Source: an optimization exercise on an open RTL-to-GDS flow (aim: small area, a short achievable clock period and few clock cycles per item). Production flows keep margins and buffers that such runs may drop. In this exercise RTL edits were held to simulation tests only and were not proved equivalent to the original. Power and IR drop assume default switching activity.

==> design.v <==
package stqi_pkg;
  localparam int unsigned TABLE_DEPTH = 64;
  localparam logic [1:0] OP_QUERY = 2'd0;
  localparam logic [1:0] OP_APPEND = 2'd1;
  localparam logic [1:0] OP_PREPEND = 2'd2;
  localparam logic [1:0] OP_NONE = 2'd3;
  localparam logic [2:0] ST_OK    = 3'd0;
  localparam logic [2:0] ST_RANGE = 3'd1;
  localparam logic [2:0] ST_FULL  = 3'd2;
  localparam logic [2:0] ST_ORDER = 3'd3;
  localparam logic [2:0] ST_FEW   = 3'd4;
endpackage
module stqi_div (
  input  logic        clk_i,
  input  logic        rst_ni,
  input  logic [63:0] bus_i,
  input  logic        ld_d_i,     
  input  logic        ld_tmp_i,   
  input  logic        ld_lo_i,    
  input  logic        ld_hi_i,    
  input  logic        go_i,       
  input  logic signed [7:0] steps_i,
  output logic [63:0] rem_o,
  output logic [63:0] q_o,
  output logic        busy_o
);
  logic [63:0] d_q, rem_q, q_q;
  logic [33:0] feed_q;
  logic [6:0] left_q;
  logic run_q;
  logic [65:0] t1, t2;
  logic [63:0] r1, r2;
  logic q1, q2;
  always_comb begin
    t1 = {1'b0, rem_q, feed_q[33]} - {2'b0, d_q};
    q1 = ~t1[65];
    r1 = q1 ? t1[63:0] : {rem_q[62:0], feed_q[33]};
    t2 = {1'b0, r1, feed_q[32]} - {2'b0, d_q};
    q2 = ~t2[65];
    r2 = q2 ? t2[63:0] : {r1[62:0], feed_q[32]};
  end
  always_ff @(posedge clk_i or negedge rst_ni) begin
    if (!rst_ni) begin
      run_q <= 1'b0;
      left_q <= '0;
    end else begin
      if (go_i) begin
        run_q <= (steps_i > 8'sd0);
        left_q <= (steps_i > 8'sd0) ? steps_i[6:0] : 7'd0;
      end else if (run_q) begin
        if (left_q <= 7'd2) begin
          run_q <= 1'b0;
          left_q <= '0;
        end else begin
          left_q <= left_q - 7'd2;
        end
      end
    end
  end
  always_ff @(posedge clk_i) begin
    if (ld_d_i) d_q <= bus_i;
    if (ld_tmp_i) rem_q <= bus_i;
    if (ld_lo_i) feed_q[31:0] <= bus_i[31:0];
    if (ld_hi_i) begin
      rem_q <= {2'b00, bus_i[63:2]};
      feed_q[33:32] <= bus_i[1:0];
    end
    if (go_i) q_q <= '0;
    else if (run_q) begin
      if (left_q == 7'd1) begin
        q_q <= {q_q[62:0], q1};
      end else begin
        q_q <= {q_q[61:0], q1, q2};
        rem_q <= r2;
        feed_q <= {feed_q[31:0], 2'b00};
      end
    end
  end
  assign rem_o = rem_q;
  assign q_o = q_q;
  assign busy_o = run_q;
endmodule
module stqi_tab (
  input  logic        clk_i,
  input  logic        rst_ni,
  input  logic        we_i,
  input  logic [5:0]  wa_i,
  input  logic [31:0] wx_i,
  input  logic [31:0] wy_i,
  input  logic [5:0]  ra_i,
  output logic [31:0] rx_o,
  output logic [31:0] ry_o,
  input  logic [31:0] x_i,
  output logic [6:0]  le_cnt_o
);
  logic [63:0][31:0] mx_q, my_q;
  logic [63:0] valid_q;
  logic [63:0] le;
  always_ff @(posedge clk_i or negedge rst_ni) begin
    if (!rst_ni) valid_q <= '0;
    else if (we_i) valid_q[wa_i] <= 1'b1;
  end
  always_ff @(posedge clk_i) begin
    for (int k = 0; k < 64; k++) begin
      if (we_i && wa_i == 6'(k)) begin
        mx_q[k] <= wx_i;
        my_q[k] <= wy_i;
      end
    end
  end
  assign rx_o = mx_q[ra_i];
  assign ry_o = my_q[ra_i];
  always_comb begin
    for (int k = 0; k < 64; k++) le[k] = valid_q[k] & (mx_q[k] <= x_i);
  end
  logic [1:0] c1 [32];
  logic [2:0] c2 [16];
  logic [3:0] c3 [8];
  logic [4:0] c4 [4];
  logic [5:0] c5 [2];
  always_comb begin
    for (int k = 0; k < 32; k++) c1[k] = {1'b0, le[2*k]} + {1'b0, le[2*k+1]};
    for (int k = 0; k < 16; k++) c2[k] = {1'b0, c1[2*k]} + {1'b0, c1[2*k+1]};
    for (int k = 0; k < 8; k++)  c3[k] = {1'b0, c2[2*k]} + {1'b0, c2[2*k+1]};
    for (int k = 0; k < 4; k++)  c4[k] = {1'b0, c3[2*k]} + {1'b0, c3[2*k+1]};
    for (int k = 0; k < 2; k++)  c5[k] = {1'b0, c4[2*k]} + {1'b0, c4[2*k+1]};
    le_cnt_o = {1'b0, c5[0]} + {1'b0, c5[1]};
  end
endmodule
module stqi_norm (
  input  logic [31:0] v_i,
  output logic [31:0] n_o,
  output logic [4:0]  lz_o
);
  logic [31:0] s4, s3, s2, s1;
  assign lz_o[4] = (v_i[31:16] == 16'd0);
  assign s4 = lz_o[4] ? {v_i[15:0], 16'd0} : v_i;
  assign lz_o[3] = (s4[31:24] == 8'd0);
  assign s3 = lz_o[3] ? {s4[23:0], 8'd0} : s4;
  assign lz_o[2] = (s3[31:28] == 4'd0);
  assign s2 = lz_o[2] ? {s3[27:0], 4'd0} : s3;
  assign lz_o[1] = (s2[31:30] == 2'd0);
  assign s1 = lz_o[1] ? {s2[29:0], 2'd0} : s2;
  assign lz_o[0] = ~s1[31];
  assign n_o = lz_o[0] ? {s1[30:0], 1'b0} : s1;
endmodule
module stqi_mul (
  input  logic        clk_i,
  input  logic [31:0] a_i,
  input  logic [31:0] b_i,
  input  logic [31:0] c_i,
  output logic [63:0] p_o
);
  logic [31:0] pp00_q, pp01_q, pp10_q, pp11_q, c_q;
  always_ff @(posedge clk_i) begin
    pp00_q <= a_i[15:0] * b_i[15:0];
    pp01_q <= a_i[15:0] * b_i[31:16];
    pp10_q <= a_i[31:16] * b_i[15:0];
    pp11_q <= a_i[31:16] * b_i[31:16];
    c_q <= c_i;
    p_o <= {32'd0, pp00_q} + {16'd0, pp01_q, 16'd0} + {16'd0, pp10_q, 16'd0}
         + {pp11_q, 32'd0} + {32'd0, c_q};
  end
endmodule
module sorted_table_quadratic_interpolator #(
  parameter int unsigned TABLE_DEPTH = stqi_pkg::TABLE_DEPTH
) (
  input  logic               clk_i,
  input  logic               rst_ni,
  input  logic               start,
  output logic               busy,
  input  logic [1:0]         operation_i,
  input  logic [31:0]        abscissa_i,
  input  logic signed [31:0] ordinate_i,
  output logic               done_o,
  output logic signed [31:0] value_o,
  output logic [2:0]         status_o,
  input  logic               cfg_valid_i,
  output logic               cfg_ready_o,
  input  logic [31:0]        cfg_data_i
);
  typedef enum logic [2:0] {
    S_IDLE = 3'd0,
    S_ONE  = 3'd1,
    S_Q    = 3'd2,
    S_WAIT = 3'd3,
    S_SUM  = 3'd4,
    S_RESP = 3'd5
  } state_e;
  state_e state_q;
  logic [4:0] t_q;
  logic [31:0] thr_q;
  logic [5:0] head_q;
  logic [6:0] cnt_q;
  logic [31:0] first_q, last_q;
  logic [1:0] op_q;
  logic [31:0] ax_q, oy_q, x_q;
  logic below_q;
  logic [5:0] ra_q;
  logic [31:0] a0_q, a1_q, a2_q, b0_q, b1_q, b2_q;
  logic [31:0] val_q;
  logic [2:0] st_q;
  assign cfg_ready_o = 1'b1;
  logic tab_we;
  logic [5:0] tab_wa;
  logic [31:0] rd_x, rd_y;
  logic [6:0] le_cnt;
  stqi_tab u_tab (
    .clk_i    (clk_i),
    .rst_ni   (rst_ni),
    .we_i     (tab_we),
    .wa_i     (tab_wa),
    .wx_i     (ax_q),
    .wy_i     (oy_q),
    .ra_i     (ra_q),
    .rx_o     (rd_x),
    .ry_o     (rd_y),
    .x_i      (x_q),
    .le_cnt_o (le_cnt)
  );
  logic is_load, is_app, full, empty, ord_bad, few, out_rng, one_resp;
  logic [2:0] one_st;
  logic [5:0] win_s;
  logic [6:0] win_i;
  always_comb begin
    is_app = (op_q == stqi_pkg::OP_APPEND);
    is_load = is_app || (op_q == stqi_pkg::OP_PREPEND);
    full = (cnt_q == 7'd64);
    empty = (cnt_q == 7'd0);
    ord_bad = !empty && (is_app ? (ax_q <= last_q) : (ax_q >= first_q));
    few = (cnt_q < 7'd3);
    out_rng = (x_q < first_q) || (x_q > last_q);
    one_resp = 1'b1;
    one_st = stqi_pkg::ST_OK;
    if (is_load) begin
      if (full) one_st = stqi_pkg::ST_FULL;
      else if (ord_bad) one_st = stqi_pkg::ST_ORDER;
    end else if (op_q == stqi_pkg::OP_QUERY && !below_q) begin
      if (few) one_st = stqi_pkg::ST_FEW;
      else if (out_rng) one_st = stqi_pkg::ST_RANGE;
      else one_resp = 1'b0;
    end
    tab_we = (state_q == S_ONE) && is_load && !full && !ord_bad;
    tab_wa = is_app ? (head_q + cnt_q[5:0]) : (head_q - 6'd1);
    if (le_cnt <= 7'd2) win_i = 7'd0;
    else if (le_cnt == cnt_q) win_i = cnt_q - 7'd3;
    else win_i = le_cnt - 7'd2;
    win_s = head_q + win_i[5:0];
  end
  logic [31:0] da_n, db_n, dc_n, d01_n, d02_n, d12_n, bn_n;
  logic [4:0] da_l, db_l, dc_l, d01_l, d02_l, d12_l, bn_l;
  logic [31:0] da_v, db_v, dc_v, d01_v, d02_v, d12_v, bv;
  logic [32:0] db_s;
  assign da_v = x_q - a0_q;
  assign db_s = {1'b0, x_q} - {1'b0, a1_q};
  assign db_v = db_s[32] ? (a1_q - x_q) : db_s[31:0];
  assign d01_v = a1_q - a0_q;
  assign dc_v = a2_q - x_q;
  assign d02_v = a2_q - a0_q;
  assign d12_v = a2_q - a1_q;
  logic [31:0] bsel;
  always_comb begin
    unique case (t_q)
      5'd1: bsel = b0_q;
      5'd2: bsel = b1_q;
      default: bsel = b2_q;
    endcase
    bv = bsel[31] ? (~bsel + 32'd1) : bsel;
  end
  stqi_norm u_n_da  (.v_i(da_v),  .n_o(da_n),  .lz_o(da_l));
  stqi_norm u_n_db  (.v_i(db_v),  .n_o(db_n),  .lz_o(db_l));
  stqi_norm u_n_dc  (.v_i(dc_v),  .n_o(dc_n),  .lz_o(dc_l));
  stqi_norm u_n_d01 (.v_i(d01_v), .n_o(d01_n), .lz_o(d01_l));
  stqi_norm u_n_d02 (.v_i(d02_v), .n_o(d02_n), .lz_o(d02_l));
  stqi_norm u_n_d12 (.v_i(d12_v), .n_o(d12_n), .lz_o(d12_l));
  stqi_norm u_n_b   (.v_i(bv),    .n_o(bn_n),  .lz_o(bn_l));
  logic [31:0] na_q, nb_q, nc_q, n01_q, n02_q, n12_q, nb0_q, nb1_q, nb2_q;
  logic [4:0] la_q, lb_q, lc_q, l01_q, l02_q, l12_q, lb0_q, lb1_q, lb2_q;
  logic db_pos_q, sb0_q, sb1_q, sb2_q;
  logic [31:0] m_a, m_b, m_c;
  logic [63:0] mp_q;
  logic [63:0] rem0, rem1, rem2, q0, q1, q2;
  logic bz0, bz1, bz2;
  always_comb begin
    m_a = '0;
    m_b = '0;
    m_c = '0;
    unique case (t_q)
      5'd3:  begin m_a = na_q;  m_b = nb_q; end
      5'd4:  begin m_a = nb_q;  m_b = nc_q; end
      5'd5:  begin m_a = na_q;  m_b = nc_q; end
      5'd6:  begin m_a = nb2_q; m_b = rem2[31:0]; end
      5'd7:  begin m_a = nb0_q; m_b = rem0[31:0]; end
      5'd8:  begin m_a = nb2_q; m_b = rem2[63:32]; m_c = mp_q[63:32]; end
      5'd9:  begin m_a = nb0_q; m_b = rem0[63:32]; m_c = mp_q[63:32]; end
      5'd10: begin m_a = nb1_q; m_b = rem1[31:0]; end
      5'd11: begin m_a = n02_q; m_b = n12_q; end
      5'd12: begin m_a = nb1_q; m_b = rem1[63:32]; m_c = mp_q[63:32]; end
      5'd13: begin m_a = n01_q; m_b = n02_q; end
      5'd14: begin m_a = n01_q; m_b = n12_q; end
      default: ;
    endcase
  end
  stqi_mul u_mul (
    .clk_i (clk_i),
    .a_i   (m_a),
    .b_i   (m_b),
    .c_i   (m_c),
    .p_o   (mp_q)
  );
  logic inq;
  logic signed [7:0] j0, j1, j2;
  assign inq = (state_q == S_Q);
  assign j0 = 8'sd35 + $signed({3'd0, l01_q}) + $signed({3'd0, l02_q})
            - $signed({3'd0, lb0_q}) - $signed({3'd0, lb_q}) - $signed({3'd0, lc_q});
  assign j1 = 8'sd35 + $signed({3'd0, l01_q}) + $signed({3'd0, l12_q})
            - $signed({3'd0, lb1_q}) - $signed({3'd0, la_q}) - $signed({3'd0, lc_q});
  assign j2 = 8'sd35 + $signed({3'd0, l02_q}) + $signed({3'd0, l12_q})
            - $signed({3'd0, lb2_q}) - $signed({3'd0, la_q}) - $signed({3'd0, lb_q});
  stqi_div u_div0 (
    .clk_i (clk_i), .rst_ni (rst_ni), .bus_i (mp_q),
    .ld_d_i (inq && t_q == 5'd15), .ld_tmp_i (inq && t_q == 5'd6),
    .ld_lo_i (inq && t_q == 5'd9), .ld_hi_i (inq && t_q == 5'd11),
    .go_i (inq && t_q == 5'd16), .steps_i (j0),
    .rem_o (rem0), .q_o (q0), .busy_o (bz0)
  );
  stqi_div u_div1 (
    .clk_i (clk_i), .rst_ni (rst_ni), .bus_i (mp_q),
    .ld_d_i (inq && t_q == 5'd16), .ld_tmp_i (inq && t_q == 5'd7),
    .ld_lo_i (inq && t_q == 5'd12), .ld_hi_i (inq && t_q == 5'd14),
    .go_i (inq && t_q == 5'd17), .steps_i (j1),
    .rem_o (rem1), .q_o (q1), .busy_o (bz1)
  );
  stqi_div u_div2 (
    .clk_i (clk_i), .rst_ni (rst_ni), .bus_i (mp_q),
    .ld_d_i (inq && t_q == 5'd13), .ld_tmp_i (inq && t_q == 5'd5),
    .ld_lo_i (inq && t_q == 5'd8), .ld_hi_i (inq && t_q == 5'd10),
    .go_i (inq && t_q == 5'd14), .steps_i (j2),
    .rem_o (rem2), .q_o (q2), .busy_o (bz2)
  );
  logic neg0_q, neg1_q, neg2_q;
  logic [62:0] r0, r1, r2;
  logic signed [65:0] tsum;
  logic [31:0] sat;
  always_comb begin
    r0 = 63'((65'(q0) + 65'd1) >> 1);
    r1 = 63'((65'(q1) + 65'd1) >> 1);
    r2 = 63'((65'(q2) + 65'd1) >> 1);
    tsum = (neg0_q ? -$signed({3'd0, r0}) : $signed({3'd0, r0}))
         + (neg1_q ? -$signed({3'd0, r1}) : $signed({3'd0, r1}))
         + (neg2_q ? -$signed({3'd0, r2}) : $signed({3'd0, r2}));
    if (tsum > 66'sd2147483647) sat = 32'h7FFF_FFFF;
    else if (tsum < -66'sd2147483648) sat = 32'h8000_0000;
    else sat = tsum[31:0];
  end
  logic hit;
  logic [31:0] hit_v;
  always_comb begin
    hit = 1'b1;
    hit_v = b2_q;
    if (na_q == 32'd0) hit_v = b0_q;
    else if (nb_q == 32'd0) hit_v = b1_q;
    else if (a2_q == x_q) hit_v = b2_q;
    else hit = 1'b0;
  end
  logic accept;
  assign done_o = (state_q == S_RESP) || (state_q == S_ONE && one_resp);
  assign busy = !((state_q == S_IDLE) || done_o);
  assign accept = start && !busy;
  assign value_o = (state_q == S_RESP) ? val_q : 32'd0;
  assign status_o = (state_q == S_RESP) ? st_q : one_st;
  always_ff @(posedge clk_i or negedge rst_ni) begin
    if (!rst_ni) begin
      state_q <= S_IDLE;
      t_q <= '0;
      thr_q <= '0;
      head_q <= '0;
      cnt_q <= '0;
    end else begin
      if (cfg_valid_i) thr_q <= cfg_data_i;
      if (tab_we) begin
        cnt_q <= cnt_q + 7'd1;
        if (!is_app) head_q <= head_q - 6'd1;
      end
      t_q <= t_q + 5'd1;
      unique case (state_q)
        S_IDLE, S_RESP: state_q <= accept ? S_ONE : S_IDLE;
        S_ONE: begin
          t_q <= '0;
          if (one_resp) state_q <= accept ? S_ONE : S_IDLE;
          else state_q <= S_Q;
        end
        S_Q: begin
          if (t_q == 5'd3 && hit) state_q <= S_RESP;
          else if (t_q == 5'd18) state_q <= S_WAIT;
        end
        S_WAIT: if (!bz0 && !bz1 && !bz2) state_q <= S_SUM;
        S_SUM: state_q <= S_RESP;
        default: state_q <= S_IDLE;
      endcase
    end
  end
  always_ff @(posedge clk_i) begin
    if (accept) begin
      op_q <= operation_i;
      ax_q <= abscissa_i;
      oy_q <= ordinate_i;
      x_q <= abscissa_i - thr_q;
      below_q <= (abscissa_i <= thr_q);
    end
    if (tab_we) begin
      if (is_app || empty) last_q <= ax_q;
      if (!is_app || empty) first_q <= ax_q;
    end
    if (state_q == S_ONE) ra_q <= win_s;
    else if (inq) ra_q <= ra_q + 6'd1;
    if (inq) begin
      unique case (t_q)
        5'd0: begin a0_q <= rd_x; b0_q <= rd_y; end
        5'd1: begin
          a1_q <= rd_x; b1_q <= rd_y;
          na_q <= da_n; la_q <= da_l;
          nb0_q <= bn_n; lb0_q <= bn_l; sb0_q <= b0_q[31];
        end
        5'd2: begin
          a2_q <= rd_x; b2_q <= rd_y;
          nb_q <= db_n; lb_q <= db_l; db_pos_q <= !db_s[32];
          n01_q <= d01_n; l01_q <= d01_l;
          nb1_q <= bn_n; lb1_q <= bn_l; sb1_q <= b1_q[31];
        end
        5'd3: begin
          nc_q <= dc_n; lc_q <= dc_l;
          n02_q <= d02_n; l02_q <= d02_l;
          n12_q <= d12_n; l12_q <= d12_l;
          nb2_q <= bn_n; lb2_q <= bn_l; sb2_q <= b2_q[31];
          val_q <= hit_v;
          st_q <= stqi_pkg::ST_OK;
        end
        5'd4: begin
          neg0_q <= sb0_q ^ db_pos_q;
          neg1_q <= sb1_q;
          neg2_q <= sb2_q ^ !db_pos_q;
        end
        default: ;
      endcase
    end
    if (state_q == S_SUM) begin
      val_q <= sat;
      st_q <= stqi_pkg::ST_OK;
    end
  end
endmodule
==> run.sh <==
#!/bin/bash
# synth_recipe.tcl (not shown) runs the flow's synth.tcl, then flattens the netlist and writes it again
# the make line also repeats each setting of config.mk as NAME=value (left out here)
make -C /OpenROAD-flow-scripts/flow DESIGN_CONFIG=/design/flow/config.mk WORK_HOME=/design/flow/orfs CLKGATE_MAP_FILE= SYNTH_SCRIPT=/design/flow/synth_recipe.tcl finish
==> config.mk <==
export PLATFORM = sky130hd
export DESIGN_NAME = sorted_table_quadratic_interpolator
export DESIGN_NICKNAME = sorted_table_quadratic_interpolator
export VERILOG_FILES = /design/flow/design.v
export SDC_FILE = /design/flow/constraint.sdc
export NUM_CORES = 4
export LEC_CHECK = 0
export CAP_MARGIN = 20
export CORE_MARGIN = 2
export CORE_UTILIZATION = 40
export SLEW_MARGIN = 20
==> constraint.sdc <==
create_clock -name core_clock -period 13.0 [get_ports {clk_i}]
set_input_delay 2.6000 -clock core_clock [delete_from_list [all_inputs] [get_ports {clk_i}]]
set_output_delay 2.6000 -clock core_clock [all_outputs]
set_load 0.01 [all_outputs]
==> implementation parameters <==
Parameter                              Value

Route
  Total number of vias    271916
  Post-Route M1 WL    536300 um
  Count of routing violations after the opening detailed-route iteration    between 20000 and 30000
  Top sig layer    met5
  Post-detailed-routing wire length    roughly 1400000 um
  Average wire per standard cell    30.94 um
  Number of routed nets with antenna violations    0
  DR DRC count    0
  Drt via density    approximately 6.1
  Wire length on met3    103300 um
  First-pass iteration count of the detailed router    9
  Metal2 WL    637500 um

Synthesis
  Largest area contributor in the synthesized netlist    edfxtp_1
  Cell with the most instances after synthesis    edfxtp_1
  Main area contributors after synthesis    edfxtp_1 (40%), ha_1 (12%), mux4_2 (8.1%), fa_1 (5.3%), dfxtp_1 (3.8%)
  Synthesis warning total    9
  Distinct cell type count after synthesis    104
  Primary FF master, synth    edfxtp_1
  Post-synth top area share    40.20%
  Share of synthesized area occupied by flip-flops and latches    44.93%
  Count of flip-flops with a built-in enable after synthesis    5021
  Gate Count Post-Synth    31443
  Total standard cell area after synthesis    375100 um2
  Share of async-settable or async-resettable flops after synthesis    2.401%
  Synth Register Bits    5872
  Mean cell area of the mapped netlist    between 10 and 15 um2
  Cell types with the highest counts after synthesis    edfxtp_1 (5021), ha_1 (3457), nand2_1 (2265)

Placement
  Dpl cells    43549
  Detail Placement HPWL    1022000 um
  Area after DPL    395200 um2
  PortBufs    138
  Routability congestion estimate from global placement    1.015

Power
  Psw    28.26 mW
  Worst IR Drop VDD    0.001193 V
  Total internal power    45.71 mW
  Comb pwr share    a little over two fifths
  Static Leak    162.6 nW
  Switching share of power    38.20%
  PD cells    177.1 nW/um2
  Clock Power Share    26.5%
  Flop pwr share    30.2%

STA
  Finish-stage setup viols    0
  Max_slew headroom    12.86%
  Final count of hold timing violations    0
  Shortest period the worst path allows    11970 ps
  Final Cycle Share    92.11%
  Transition time of the tightest slew-check pin    1298 ps
  Number of slew-limit violations in the final report    0
  Setup repair after global routing missed its margin    false
  Worst setup skew after layout    177.1 ps
  Sum of negative setup slack    0 ps
  Fmax    83.51 MHz

Floorplanning
  Vert. Die Dim    around 970 um
  Initial cell density of the core    40.13%
  Total number of placement rows    355
  Floorplan Core Area    934500 um2
  Boundary Pins    140
  Width of the die    972.3 um
  Area enclosed by the die boundary    between 900000 and 1000000 um2

Critical path
  Capture instance of the worst register-to-register path    u_div2.rem_q[1]$_DFF_P_
  Worst Reg-to-Reg Cells    39
  Critical R2R Launch    u_div2.rem_q[0]$_DFF_P_
  Class of the most critical setup path    flip-flop to flip-flop
  Crit-path slowest cell    o32ai_1
  Arrival time at the worst endpoint    12920 ps
  Startpoint kind of the worst setup timing path    flip-flop
  Cell repeated most along the worst path    buf_4
  CP Data Required Time    13940 ps
  Highest fanout seen on the critical path    26
  Maximum cell stage delay along the critical path    910 ps
  Register-to-register setup slack    1030 ps
  Critical path endpoint category    flip-flop

Finish
  Final instance count without filler cells    44851
  Share of cells above drive strength 1    about an eighth
  Filler Cells Inserted    ~85000
  Fraction of the core area covered by cells at the end of the flow    44.69%
  Total number of nets in the final design    36284
  Post-route cell area    417600 um2
  Layout-stage area growth over the synthesis result    11.35%

Clocking
  Clock tree from TritonCTS    yes
  Clock slew seen by the registers of the worst setup and hold paths    roughly 60 ps
  Number of buffers created by CTS    678
  Number of post-CTS setup repair buffers    0
  Clock sink count    about 6000
  Number of hold buffers added after CTS    0
  Total number of H-tree levels    6
  Clk buf depth    5
  CTS Root Cell    clkbuf_16
  Clock insertion delay at the later pin of the skew report    ~1200 ps
  Cells resized by post-CTS repair    0

Global route
  Total gr overflow    0
  Maximum number of pins on one net before global-route repair    141
  Number of antenna violations at the first check in global routing    102
  Total routing usage reported by global routing    28.50%
  Number of global-route vias before repair    266493
  Wire length of the first global-routing pass    a little under 2000000 um

Run
  Max-cap violation count    0

Worst hold path
  Number of cells traversed by the worst hold path    2
  Hold worst-path end    u_div2.feed_q[2]$_DFF_P_
  Min-delay src    u_div2.feed_q[0]$_DFF_P_
  Class of the worst hold path    flip-flop to flip-flop

Run status
  Run status    complete, no violations
layout make-up:
cell class	count	area (um2)	share of cell area [%]
inverters	1992	7518	1.800
clock inverters	376	4215	1.009
multi-input cells	22209	195000	46.69
diodes	91	227.7	0.05453
repair buffers	983	8509	2.038
well taps	12495	15630	3.743
clock buffers	833	18000	4.310
flip-flops and latches	5872	168500	40.35
stage by stage:
step                total power, mW  setup slack, ps  hold slack [ps]
floorplan                     41.69             1246            400.3
global placement              54.29            542.3            432.0
detailed placement            54.29             1025            441.1
CTS                           73.95             1058            454.3
global route                  76.89            550.2            466.6
finish                        73.97             1025            449.4
registers in the layout, indices dropped and copies added (netlist names), 34 cells and up:
name / flops
u_div0.d_q: 64
u_div0.feed_q: 34
u_div0.q_q: 64
u_div0.rem_q: 64
u_div1.d_q: 64
u_div1.feed_q: 34
u_div1.q_q: 64
u_div1.rem_q: 64
u_div2.d_q: 64
u_div2.feed_q: 34
u_div2.q_q: 64
u_div2.rem_q: 64
u_mul.p_o: 64
u_tab.mx_q: 2048
u_tab.my_q: 2048
u_tab.valid_q: 64
routing by layer:
layer / vias up / track usage, %
li1: 119279 / -
met1: 137576 / 35.77
met2: 12193 / 45.90
met3: 2838 / 4.484
met4: 30 / 18.77
met5: - / 0
power groups by stage:
stage               logic, mW  clock network, mW  registers (mW)
CTS                      31.7               19.9            22.3
floorplan                19.2                  0            22.5
detailed placement       31.6                  0            22.7
global placement         31.6                  0            22.7
global route             34.0               20.5            22.4
finish                   32.0               19.6            22.4
cell families (layout without fill, tap and decap cells):
group / after synthesis / count (layout) / synth area share, %
other cells: 2 / 95 / 0.002002
simple gates: 7677 / 7677 / 10.07
mux: 2333 / 2333 / 10.77
xor+xnor: 1279 / 1279 / 2.987
buf+inv: 3364 / 4184 / 3.395
flops: 5872 / 5872 / 44.93
compound gates: 6470 / 6470 / 11.04
fa+ha+maj: 4446 / 4446 / 16.81
how the worst max path moves through the flow:
stage | startpoint | endpoint | slack, ps | cells past startpoint
2_1_floorplan | x_q[1]$_DFFE_PP_ | ra_q[5]$_DFFE_PP_ | 1250 | 47
3_3_place_gp | x_q[7]$_DFFE_PP_ | ra_q[5]$_DFFE_PP_ | 540 | 39
3_5_place_dp | x_q[7]$_DFFE_PP_ | ra_q[5]$_DFFE_PP_ | 1020 | 42
4_1_cts | u_div2.rem_q[0]$_DFF_P_ | u_div2.rem_q[1]$_DFF_P_ | 1060 | 39
5_1_grt | x_q[8]$_DFFE_PP_ | ra_q[5]$_DFFE_PP_ | 550 | 48
6_report | u_div2.rem_q[0]$_DFF_P_ | u_div2.rem_q[1]$_DFF_P_ | 1030 | 39
cell usage in the layout, fill, tap and decap left out, types with 590 or more instances in the layout:
cell type	count
nand2_1	2253
buf_4	777
inv_1	1943
nand4_1	643
o21ai_0	1537
a21oi_1	1761
mux2i_1	839
a21o_1	733
clkbuf_16	688
ha_1	3457
edfxtp_1	5021
mux4_2	1346
nor2b_1	590
nand3_1	635
nor2_1	1451
dfxtp_1	709
xnor2_1	847
fa_1	989
critical path, delay by kind of cell (launching register included):
family                     cells  cell delay (ps)
buffers and inverters          7             1510
adders and majority gates      2              580
and+or+nand+nor                7             1250
DFF                            1              680
AOI/OAI and AO/OA             22             7340
muxes                          1              390
Testbench counts, summed over its fixed seeds: cycles 29,513, items 1,318.

[static timing again, ports no longer ideal]
How much do the figures lean on ideal ports? The routed layout below was timed once more, with nothing changed but the port constraints. Step 1 assumes that a clkbuf_16 drives the clock port and a buf_2 every other input. Step 2, shift: input delay + t, output delay - t, t = (earliest + latest rising clock arrival at the registers) / 2. This alone moves slack from input paths to output paths. a / b / c = ideal / step 1 / step 2; a / b = the first two.
t, ns: 1.253
setup WS [ns]: 1.025 / 1.025 / 1.025
worst hold slack (ns): 0.449 / 0.449 / 0.449
worst register clock-pin slew, ns: 0.09 / 0.09
worst slew at a driven data input, ns: 0.32
After both steps this run still meets setup and hold. The setup slack of this run moves by 0.000 ns with the drivers and by 0.000 ns with both steps.
